This is an optimization exercise on Yosys and OpenROAD, whose aim is small area and a short achievable clock period, not a production implementation.
RTL that was checked went through simulation tests only; none was proved equivalent to the original.
Function not checked in run 2: the RTL went through the layout flow alone.

`design/flow/design.v`:
```
package coproc_pkg;
  parameter int operand_w   = 16;    
  parameter int word_w      = 32;    
  parameter int mult_stages = 3;     
  parameter int cold_pulse_ext  = 6;
  parameter int warm_pulse_ext  = 2;
  parameter int debug_pulse_ext = 32;
  parameter int uptime_w = 32;    
  parameter int led_w    = 10;    
  typedef enum logic {
    pulse_idle   = 1'b0,
    pulse_active = 1'b1    
  } pulse_state_t;
endpackage
import coproc_pkg::*;
module pulse_timer #(
  parameter int pulse_ext = cold_pulse_ext    
) (
  input  logic CLOCK_50,
  input  logic hps_fpga_reset_n,
  input  logic load,       
  output logic expired     
);
  localparam int cnt_w = (pulse_ext > 1) ? $clog2(pulse_ext) : 1;
  localparam logic [cnt_w-1:0] load_val = cnt_w'(pulse_ext - 1);
  logic [cnt_w-1:0] cnt_q;
  always_ff @(posedge CLOCK_50 or negedge hps_fpga_reset_n) begin
    if (!hps_fpga_reset_n) begin
      cnt_q <= '0;
    end else if (load) begin
      cnt_q <= load_val;                
    end else if (cnt_q != '0) begin
      cnt_q <= cnt_q - 1'b1;            
    end
  end
  assign expired = (cnt_q == '0) && !load;
endmodule
import coproc_pkg::*;
module reset_req_fsm #(
  parameter int pulse_ext = cold_pulse_ext    
) (
  input  logic CLOCK_50,
  input  logic hps_fpga_reset_n,
  input  logic req,       
  output logic pulse      
);
  logic         req_q;       
  logic         req_prev;    
  logic         rise;
  logic         load;        
  logic         expired;     
  coproc_pkg::pulse_state_t state_q;
  coproc_pkg::pulse_state_t state_d;
  always_ff @(posedge CLOCK_50 or negedge hps_fpga_reset_n) begin
    if (!hps_fpga_reset_n) begin
      req_q    <= 1'b0;
      req_prev <= 1'b0;
    end else begin
      req_q    <= req;        
      req_prev <= req_q;
    end
  end
  assign rise = req_q && !req_prev;    
  always_comb begin
    state_d = state_q;
    case (state_q)
      pulse_idle: begin
        if (rise) state_d = pulse_active;
      end
      pulse_active: begin
        if (expired) state_d = pulse_idle;
      end
      default: state_d = pulse_idle;
    endcase
  end
  always_ff @(posedge CLOCK_50 or negedge hps_fpga_reset_n) begin
    if (!hps_fpga_reset_n) begin
      state_q <= pulse_idle;
    end else begin
      state_q <= state_d;
    end
  end
  assign load  = (state_q == pulse_idle) && rise;
  assign pulse = (state_q == pulse_active);
  pulse_timer #(
    .pulse_ext (pulse_ext)
  ) timer_inst (
    .CLOCK_50         (CLOCK_50),
    .hps_fpga_reset_n (hps_fpga_reset_n),
    .load             (load),
    .expired          (expired)
  );
endmodule
import coproc_pkg::*;
module mult_pipe #(
  parameter int stages = mult_stages    
) (
  input  logic              CLOCK_50,
  input  logic              hps_fpga_reset_n,
  input  logic [word_w-1:0] in_readdata,
  input  logic              in_waitrequest,
  output logic              in_read,
  output logic [word_w-1:0] out_writedata,
  output logic              out_write,
  input  logic              out_waitrequest
);
  logic [operand_w-1:0] op_a;
  logic [operand_w-1:0] op_b;
  logic [word_w-1:0]    prod_d;            
  logic                 stall;
  logic [word_w-1:0]    prod_q [stages];   
  logic [stages-1:0]    vld_q;             
  assign op_a = in_readdata[operand_w-1:0];         
  assign op_b = in_readdata[word_w-1:operand_w];    
  assign prod_d = op_a * op_b;
  assign stall = out_waitrequest;
  assign in_read = !in_waitrequest && !stall;
  always_ff @(posedge CLOCK_50 or negedge hps_fpga_reset_n) begin
    if (!hps_fpga_reset_n) begin
      vld_q <= '0;
    end else if (!stall) begin
      vld_q[0] <= in_read;    
      for (int i = 1; i < stages; i++) begin
        vld_q[i] <= vld_q[i-1];
      end
    end
  end
  always_ff @(posedge CLOCK_50) begin
    if (!stall) begin
      if (in_read) begin
        prod_q[0] <= prod_d;    
      end
      for (int i = 1; i < stages; i++) begin
        prod_q[i] <= prod_q[i-1];
      end
    end
  end
  assign out_write     = vld_q[stages-1];
  assign out_writedata = prod_q[stages-1];
endmodule
import coproc_pkg::*;
module coproc_top (
  input  logic                CLOCK_50,
  input  logic                hps_fpga_reset_n,
  input  logic [word_w-1:0]   in_readdata,
  input  logic                in_waitrequest,
  output logic                in_read,
  output logic [word_w-1:0]   out_writedata,
  output logic                out_write,
  input  logic                out_waitrequest,
  input  logic [2:0]          reset_req,
  output logic                cold_reset,
  output logic                warm_reset,
  output logic                debug_reset,
  output logic [uptime_w-1:0] status_count,
  output logic [led_w-1:0]    ledr
);
  logic [uptime_w-1:0] uptime_q;    
  mult_pipe #(
    .stages (mult_stages)
  ) mult_inst (
    .CLOCK_50         (CLOCK_50),
    .hps_fpga_reset_n (hps_fpga_reset_n),
    .in_readdata      (in_readdata),
    .in_waitrequest   (in_waitrequest),
    .in_read          (in_read),
    .out_writedata    (out_writedata),
    .out_write        (out_write),
    .out_waitrequest  (out_waitrequest)
  );
  reset_req_fsm #(
    .pulse_ext (cold_pulse_ext)
  ) cold_req_inst (
    .CLOCK_50         (CLOCK_50),
    .hps_fpga_reset_n (hps_fpga_reset_n),
    .req              (reset_req[0]),
    .pulse            (cold_reset)
  );
  reset_req_fsm #(
    .pulse_ext (warm_pulse_ext)
  ) warm_req_inst (
    .CLOCK_50         (CLOCK_50),
    .hps_fpga_reset_n (hps_fpga_reset_n),
    .req              (reset_req[1]),
    .pulse            (warm_reset)
  );
  reset_req_fsm #(
    .pulse_ext (debug_pulse_ext)
  ) debug_req_inst (
    .CLOCK_50         (CLOCK_50),
    .hps_fpga_reset_n (hps_fpga_reset_n),
    .req              (reset_req[2]),
    .pulse            (debug_reset)
  );
  always_ff @(posedge CLOCK_50 or negedge hps_fpga_reset_n) begin
    if (!hps_fpga_reset_n) begin
      uptime_q <= '0;
    end else begin
      uptime_q <= uptime_q + 1'b1;    
    end
  end
  assign status_count = uptime_q;                        
  assign ledr         = uptime_q[uptime_w-1 -: led_w];   
endmodule
```
`design/flow/run.sh`:
```
#!/bin/bash
# synth_recipe.tcl (not shown) runs the flow's synth.tcl, then flattens the netlist and writes it again
# the make line also repeats each setting of config.mk as NAME=value (left out here)
make -C /OpenROAD-flow-scripts/flow DESIGN_CONFIG=/design/flow/config.mk WORK_HOME=/design/flow/orfs CLKGATE_MAP_FILE= SYNTH_SCRIPT=/design/flow/synth_recipe.tcl finish
```
`design/flow/config.mk`:
```
export PLATFORM = sky130hd
export DESIGN_NAME = coproc_top
export DESIGN_NICKNAME = coproc_top
export VERILOG_FILES = /design/flow/design.v
export SDC_FILE = /design/flow/constraint.sdc
export NUM_CORES = 4
export LEC_CHECK = 0
export CAP_MARGIN = 20
export CORE_MARGIN = 2
export CORE_UTILIZATION = 40
export SLEW_MARGIN = 20
```
`design/flow/constraint.sdc`:
```
create_clock -name core_clock -period 6.8 [get_ports {CLOCK_50}]
set_input_delay 1.3600 -clock core_clock [delete_from_list [all_inputs] [get_ports {CLOCK_50}]]
set_output_delay 1.3600 -clock core_clock [all_outputs]
set_load 0.01 [all_outputs]
```
==> summary.txt, run 1 <==
Outcome: no timing/DRC/antenna violations
Initial antenna violation count: 0
CP arrival: 6.75 ns
# diodes: 0
Latest clock arrival within the worst-skew pair: 0.41 ns
Hold violation count in the final report: 0
Chip height: 188 um
Total congestion overflow: 0
Post-synthesis instance total: 1272
Worst-path fanout max: 7
H-tree Lvls: 4
Least-Margin Pin Slew: 0.779 ns
Die area: 35500 um^2
Num CTS Buffers: 17
Post-synth top area share: 28.6%
Area leader, netlist: fa_1
Hold crit path type: register to register
Slew headroom: 48.0%
CTS tree: yes
Synth Area in Compound Gates: 4.69%
Nets: 1873
Placed standard-cell area: 16300 um^2
DP HPWL: 23800 um
Total number of vias: 9449
Initial core utilization: 40.5%
Mapped Area: 13600 um^2
Post-Synth Adder-Cell Area: 38.6%
Post-route cell area: 17300 um^2
Fraction of the mapped netlist area in simple logic gates: 13.7%
Worst Path Required: 6.96 ns
Number of fill cells: 2997
First-pass GRT wire length: 48300 um
Synthesized net count: 1614
Syn_area_per_cell: 10.7 um^2
Largest family of logic cells by synthesized area: adder cells
DRC violations left: 0
Antenna-violating nets left: 0
RSZ-0062 raised after global routing: no
Max Cap Viol: 0
Layout cells sized above 1: 16.3%
WL final: 29400 um
Commonest register cell after synthesis: edfxtp_1
Vias per cell: 4.74
CTS Buffer Depth: 2
Synth async-reset ratio: 35.6%
Vias in the first global route: 9841
Final WS setup: 0.202 ns
Area Growth Syn to Fin: 27.5%
Post-Place Worst Slack: -0.626 ns
Largest net degree at the start of global routing: 65
Synthesized flop and latch total: 149
Initial DRC Count: 494
Gpl congestion: 0.858
Placed insts: 1934
FP Rows: 67
Tmin final: 6.60 ns
Final setup fails: 0
Die extent in x: 188 um
Worst Setup End Kind: register
Io pins: 118
Post-synth EDFFs: 96
Total GRT Usage: 16.8%
Final period util: 97.0%
CP startpoint kind: primary input
Ys Warns: 9
Synth unique cells: 50
# port buffers: 117
Clk sink count: 149
Post-Synth XOR/XNOR Area: 3.67%
Skew final: 0.00798 ns
Final Max Tran Viols: 0
Wire per inst: 14.7 um
Crit path kind: primary input to register
Max frequency: 152 MHz
Fin cells: 1992
Core area: 33500 um^2
Mux cell area share after synthesis: 0.166%
Root cell of the clock tree: clkbuf_16
Leading post-synthesis cells by cell area: fa_1 29%, edfxtp_1 21%, ha_1 10%
Post-synthesis sequential area ratio: 31.0%
Drt first pass iters: 5
Clock transition at the registers of the reported paths: 0.06 ns
worst paths after layout:
check / start / end / cells past startpoint / slack [ns]
setup / recovery: in_readdata[2] / mult_inst.prod_q[0][18] / 22 / 0.20
hold / removal: cold_req_inst.req_q / cold_req_inst.req_prev / 0 / 0.37
setup reg to reg: uptime_q[2] / uptime_q[29] / 7 / 4.72
hold reg to reg: cold_req_inst.req_q / cold_req_inst.req_prev / 0 / 0.37
max in group asynchronous: hps_fpga_reset_n / uptime_q[16] / 2 / 5.18
min in group asynchronous: hps_fpga_reset_n / warm_req_inst.req_q / 1 / 0.81
registers in the layout, indices dropped and copies added, names as in the netlist:
| name | flops |
|---|---|
| mult_inst.vld_q | 3 |
| cold_req_inst.state_q | 1 |
| debug_req_inst.timer_inst.cnt_q | 5 |
| warm_req_inst.state_q | 1 |
| cold_req_inst.timer_inst.cnt_q | 3 |
| warm_req_inst.req_prev | 1 |
| warm_req_inst.timer_inst.cnt_q | 1 |
| mult_inst.prod_q | 96 |
| debug_req_inst.req_q | 1 |
| debug_req_inst.state_q | 1 |
| warm_req_inst.req_q | 1 |
| cold_req_inst.req_prev | 1 |
| uptime_q | 32 |
| cold_req_inst.req_q | 1 |
| debug_req_inst.req_prev | 1 |
cell type report:
| type | count | area (um^2) | share of cell area [%] |
|---|---|---|---|
| timing repair buffer | 287 | 2620 | 15.1 |
| tap | 448 | 561 | 3.23 |
| clock inverter | 14 | 150 | 0.866 |
| inverter | 239 | 897 | 5.17 |
| sequential | 149 | 4210 | 24.3 |
| clock buffer | 18 | 429 | 2.48 |
| multi-input combinational | 837 | 8470 | 48.9 |
cell families after synthesis:
logic type	after synthesis
xor+xnor	57
mux	2
simple gates	378
flops	149
buf+inv	286
fa+ha+maj	303
compound gates	97
cells in the mapped netlist, types with 6 or more instances:
cell	instances
inv_1	239
fa_1	194
nand2_1	172
and2_1	112
ha_1	109
edfxtp_1	96
dfrtp_1	53
xnor2_1	44
clkbuf_1	36
a21oi_1	27
nor2_1	26
nand3_1	23
a21o_1	17
o21ai_0	16
nand4_1	14
xor2_1	13
buf_4	10
and3_1	7
and4_1	7
a211oi_1	6
o21bai_1	6
per-stage QoR:
| stage | util (%) | TNS (ns) | hold slack [ns] |
|---|---|---|---|
| finish | 51.7 | 0 | 0.369 |
| global route | 51.7 | 0 | 0.391 |
| CTS | 50.6 | -0.0101 | 0.375 |
| detailed placement | 48.5 | -8.23 | 0.360 |
| global placement | 48.5 | -5.69 | 0.358 |
| floorplan | - | 0 | 0.346 |
metal layers:
layer	part of all wire [%]	GRT usage (%)
met3	4.3	2.18
met4	0.96	3.61
met2	47	27.4
met5	0	0
met1	48	24.0
worst max-delay path: stages:
cell	delay, ns
clkdlybuf4s50_1	0.42
buf_6	0.14
buf_4	0.15
and2_4	0.14
fa_1	0.50
ha_1	0.14
inv_1	0.06
fa_1	0.49
fa_1	0.54
inv_2	0.04
fa_1	0.52
inv_2	0.04
fa_1	0.51
inv_2	0.05
ha_4	0.25
a2111oi_4	0.28
o21ai_1	0.12
a22o_1	0.29
and2_4	0.16
a311o_1	0.32
a21oi_2	0.16
xnor2_1	0.08
cell usage in the layout, fill, tap and decap left out, types with 5 or more instances in the layout:
| cell | Yosys | final |
|---|---|---|
| a21o_1 | 17 | 17 |
| a21oi_1 | 27 | 21 |
| a21oi_2 | 1 | 7 |
| and2_1 | 112 | 111 |
| and3_1 | 7 | 7 |
| and4_1 | 7 | 6 |
| buf_12 | 0 | 7 |
| buf_2 | 1 | 5 |
| buf_4 | 10 | 146 |
| buf_6 | 0 | 12 |
| clkbuf_16 | 0 | 18 |
| clkdlybuf4s50_1 | 0 | 90 |
| dfrtp_1 | 53 | 53 |
| dlymetal6s2s_1 | 0 | 22 |
| edfxtp_1 | 96 | 96 |
| fa_1 | 194 | 186 |
| fa_2 | 0 | 8 |
| ha_1 | 109 | 101 |
| ha_4 | 0 | 7 |
| inv_1 | 239 | 232 |
| inv_2 | 0 | 7 |
| nand2_1 | 172 | 169 |
| nand3_1 | 23 | 23 |
| nand4_1 | 14 | 14 |
| nor2_1 | 26 | 25 |
| o21ai_0 | 16 | 15 |
| o21ai_1 | 4 | 5 |
| o21bai_1 | 6 | 5 |
| xnor2_1 | 44 | 44 |
| xor2_1 | 13 | 13 |
timing repair:
item / CTS / global route
pin swaps: 8 / 39
resized for setup: 19 / 66
hold buffers: 0 / 0
cloned: 0 / 5
endpoints found under the setup margin: 11 / 15
buffers inserted: 7 / 14
==> run 2, diff against run 1 <==
--- a/design/flow/design.v
+++ b/design/flow/design.v
@@ -105,14 +105,10 @@
   input  logic              out_waitrequest
 );
-  logic [operand_w-1:0] op_a;
-  logic [operand_w-1:0] op_b;
-  logic [word_w-1:0]    prod_d;            
   logic                 stall;
-  logic [word_w-1:0]    prod_q [stages];   
   logic [stages-1:0]    vld_q;             
-  assign op_a = in_readdata[operand_w-1:0];         
-  assign op_b = in_readdata[word_w-1:operand_w];    
-  assign prod_d = op_a * op_b;
-  assign stall = out_waitrequest;
+  logic [word_w-1:0]    op_q;              
+  logic [word_w-1:0]    p1_q;              
+  logic [word_w-1:0]    p2_q;              
+  assign stall   = out_waitrequest;
   assign in_read = !in_waitrequest && !stall;
   always_ff @(posedge CLOCK_50 or negedge hps_fpga_reset_n) begin
@@ -120,22 +116,16 @@
       vld_q <= '0;
     end else if (!stall) begin
-      vld_q[0] <= in_read;    
-      for (int i = 1; i < stages; i++) begin
-        vld_q[i] <= vld_q[i-1];
-      end
+      vld_q <= {vld_q[stages-2:0], in_read};
     end
   end
   always_ff @(posedge CLOCK_50) begin
     if (!stall) begin
-      if (in_read) begin
-        prod_q[0] <= prod_d;    
-      end
-      for (int i = 1; i < stages; i++) begin
-        prod_q[i] <= prod_q[i-1];
-      end
+      op_q <= in_readdata;
+      p1_q <= op_q[operand_w-1:0] * op_q[word_w-1:operand_w];
+      p2_q <= p1_q;
     end
   end
   assign out_write     = vld_q[stages-1];
-  assign out_writedata = prod_q[stages-1];
+  assign out_writedata = p2_q;
 endmodule
 import coproc_pkg::*;
==> run 2 against run 1 <==
  * Synthesized area increased by 1.2%
  * Global-route usage increased by 1.2 points
  * Die area increased by 1.2%
  * Via count decreased by 3.2%
  * Critical path type is now register to register
  * Largest cell class unchanged
  * Highest routed layer unchanged
==> summary.txt, run 2 <==
Total number of vias: 9151
Least-Margin Pin Slew: 0.781 ns
Max frequency: 155 MHz
Area Growth Syn to Fin: 15.9%
CTS Buffer Depth: 2
Core area: 33700 um^2
Ys Warns: 8
Worst Setup End Kind: register
Largest net degree at the start of global routing: 54
Num CTS Buffers: 17
Hold Slack: 0.369 ns
CP startpoint kind: register
Root cell of the clock tree: clkbuf_16
Post-synth top cells: 243 x inv_1, 194 x fa_1, 184 x nand2_1
DP HPWL: 23500 um
Post-synth top area share: 28.2%
CP arrival: 6.63 ns
Die extent in x: 189 um
Syn_area_per_cell: 10.6 um^2
Synthesized flop and latch total: 149
RSZ-0062 raised after global routing: no
Layout cells sized above 1: 3.99%
Cts hold-fix bufs: 0
Hold crit path type: register to register
Most frequent cell after synthesis: inv_1
Commonest register cell after synthesis: edfxtp_1
Synth async-reset ratio: 35.6%
Fin cells: 1853
Synth unique cells: 54
First-pass GRT wire length: 49800 um
Slew headroom: 48.0%
Final period util: 94.6%
Latest clock arrival within the worst-skew pair: 0.46 ns
Io pins: 118
Synthesized net count: 1642
Nets: 1734
Top cell by count, worst path: fa_1
DRC violations left: 0
Initial core utilization: 40.8%
Total GRT Usage: 18.0%
Critical Path Max Stage Delay: 0.85 ns
Post-synth EDFFs: 96
Mapped Area: 13800 um^2
Final setup fails: 0
Placed standard-cell area: 15300 um^2
Skew final: 0.0178 ns
Post-synthesis instance total: 1300
Total congestion overflow: 0
Setup bufs post-CTS: 0
WL final: 30300 um
Worst Path Required: 7.00 ns
CP bufs+invs: 5
Initial DRC Count: 462
Area leader, netlist: fa_1
Tmin final: 6.43 ns
Clk sink count: 149
Vias in the first global route: 9760
Gpl congestion: 0.946
Final Max Tran Viols: 0
Wire per inst: 16.3 um
# port buffers: 117
CP top delay family: adder cells
Placed insts: 1821
Post-synthesis sequential area ratio: 30.6%
Leading post-synthesis cells by cell area: fa_1 28%, edfxtp_1 21%, ha_1 9.9%
Clock transition at the registers of the reported paths: 0.07 ns
Post-route cell area: 15900 um^2
Vias per cell: 4.94
Antenna-violating nets left: 0
Cts repair resizes: 0
Initial antenna violation count: 0
FP Rows: 67
CP Cell Sequence: nand2_1, fa_1, inv_1, fa_1, inv_1, fa_1, inv_1, fa_1, fa_1, inv_1, fa_1, inv_1, ha_1, and3_1, and3_1, nand3_1, a311oi_2, a2111oi_2, xnor2_1
Chip height: 189 um
# diodes: 0
Max stage delay cell, worst path: edfxtp_1
Outcome: no timing/DRC/antenna violations
Drt first pass iters: 6
Worst-path fanout max: 16
CTS tree: yes
Hold violation count in the final report: 0
Commonest non-fill, non-tap cell in the layout: inv_1
H-tree Lvls: 4
Die area: 35900 um^2
Max Cap Viol: 0
Fin Setup TNS: 0 ns
Commonest cells after routing, fill and taps aside: 242 x inv_1, 194 x fa_1, 184 x nand2_1
Crit path kind: register to register
run 2: logic make-up (layout without fill, tap and decap cells):
family,Yosys count,after routing,synth area share [%]
flops,149,149,30.6
fa+ha+maj,303,303,38.1
xor+xnor,60,60,3.82
buf+inv,295,400,8.34
compound gates,86,86,4.13
simple gates,402,402,14.6
mux,5,5,0.391
run 2: cell type report:
type / count / area (um^2)
Sequential cell: 149 / 4210
Fill cell: 3168 / 17800
Tap cell: 448 / 561
Clock buffer: 17 / 425
Multi-Input combinational cell: 856 / 8410
Inverter: 243 / 915
Timing Repair Buffer: 125 / 1230
Clock inverter: 15 / 206
run 2: metrics by stage:
step | worst slack [ns] | utilization [%]
floorplan | 1.09 | -
global placement | 0.481 | 45.4
detailed placement | 0.447 | 45.4
CTS | 0.409 | 47.3
global route | 0.106 | 47.3
finish | 0.365 | 47.3
run 2: final timing paths:
kind	start	end	slack (ns)	depth (start not counted)
setup / recovery	mult_inst.op_q[23]	mult_inst.p1_q[28]	0.37	19
hold / removal	cold_req_inst.req_q	cold_req_inst.req_prev	0.37	0
setup reg to reg	mult_inst.op_q[23]	mult_inst.p1_q[28]	0.37	19
hold reg to reg	cold_req_inst.req_q	cold_req_inst.req_prev	0.37	0
max in group asynchronous	hps_fpga_reset_n	uptime_q[1]	5.32	2
min in group asynchronous	hps_fpga_reset_n	debug_req_inst.state_q	1.03	2
run 2: metal layers:
layer | GRT usage [%] | share of wire, %
met5 | 0 | 0
met4 | 7.10 | 2.9
met3 | 3.82 | 4.6
met1 | 21.8 | 41
met2 | 31.3 | 51

[static timing again, ports no longer ideal]
The results above use ideal ports. As a check the final layouts listed here were re-extracted and re-timed, cells and wires unchanged. Step 1 (the two cells are an assumption about what drives the block):
set clk [get_ports {CLOCK_50}]
set_driving_cell -lib_cell sky130_fd_sc_hd__clkbuf_16 $clk
set_driving_cell -lib_cell sky130_fd_sc_hd__buf_2 [delete_from_list [all_inputs] $clk]
Step 2, shift: input delay + t, output delay - t, t = (earliest + latest rising clock arrival at the registers) / 2. This alone moves slack from input paths to output paths. Slacks: ideal / step 1 / step 2; pairs: ideal / step 1.
| run | shift t [ns] | slack for setup (ns) | worst slew at a driven data input, ns | pins driven straight from the clock port |
|---|---|---|---|---|
| run 1 | 0.450 | 0.202 / 0.199 / -0.251 | 0.05 | 1 |
| run 2 | 0.496 | 0.365 / 0.365 / 0.365 | 0.06 | 1 |
Met with ideal ports but missed after step 2: setup timing in run 1. For run 1, which loses most, drivers alone change the setup slack by -0.003 ns; drivers and shift together by -0.453 ns.
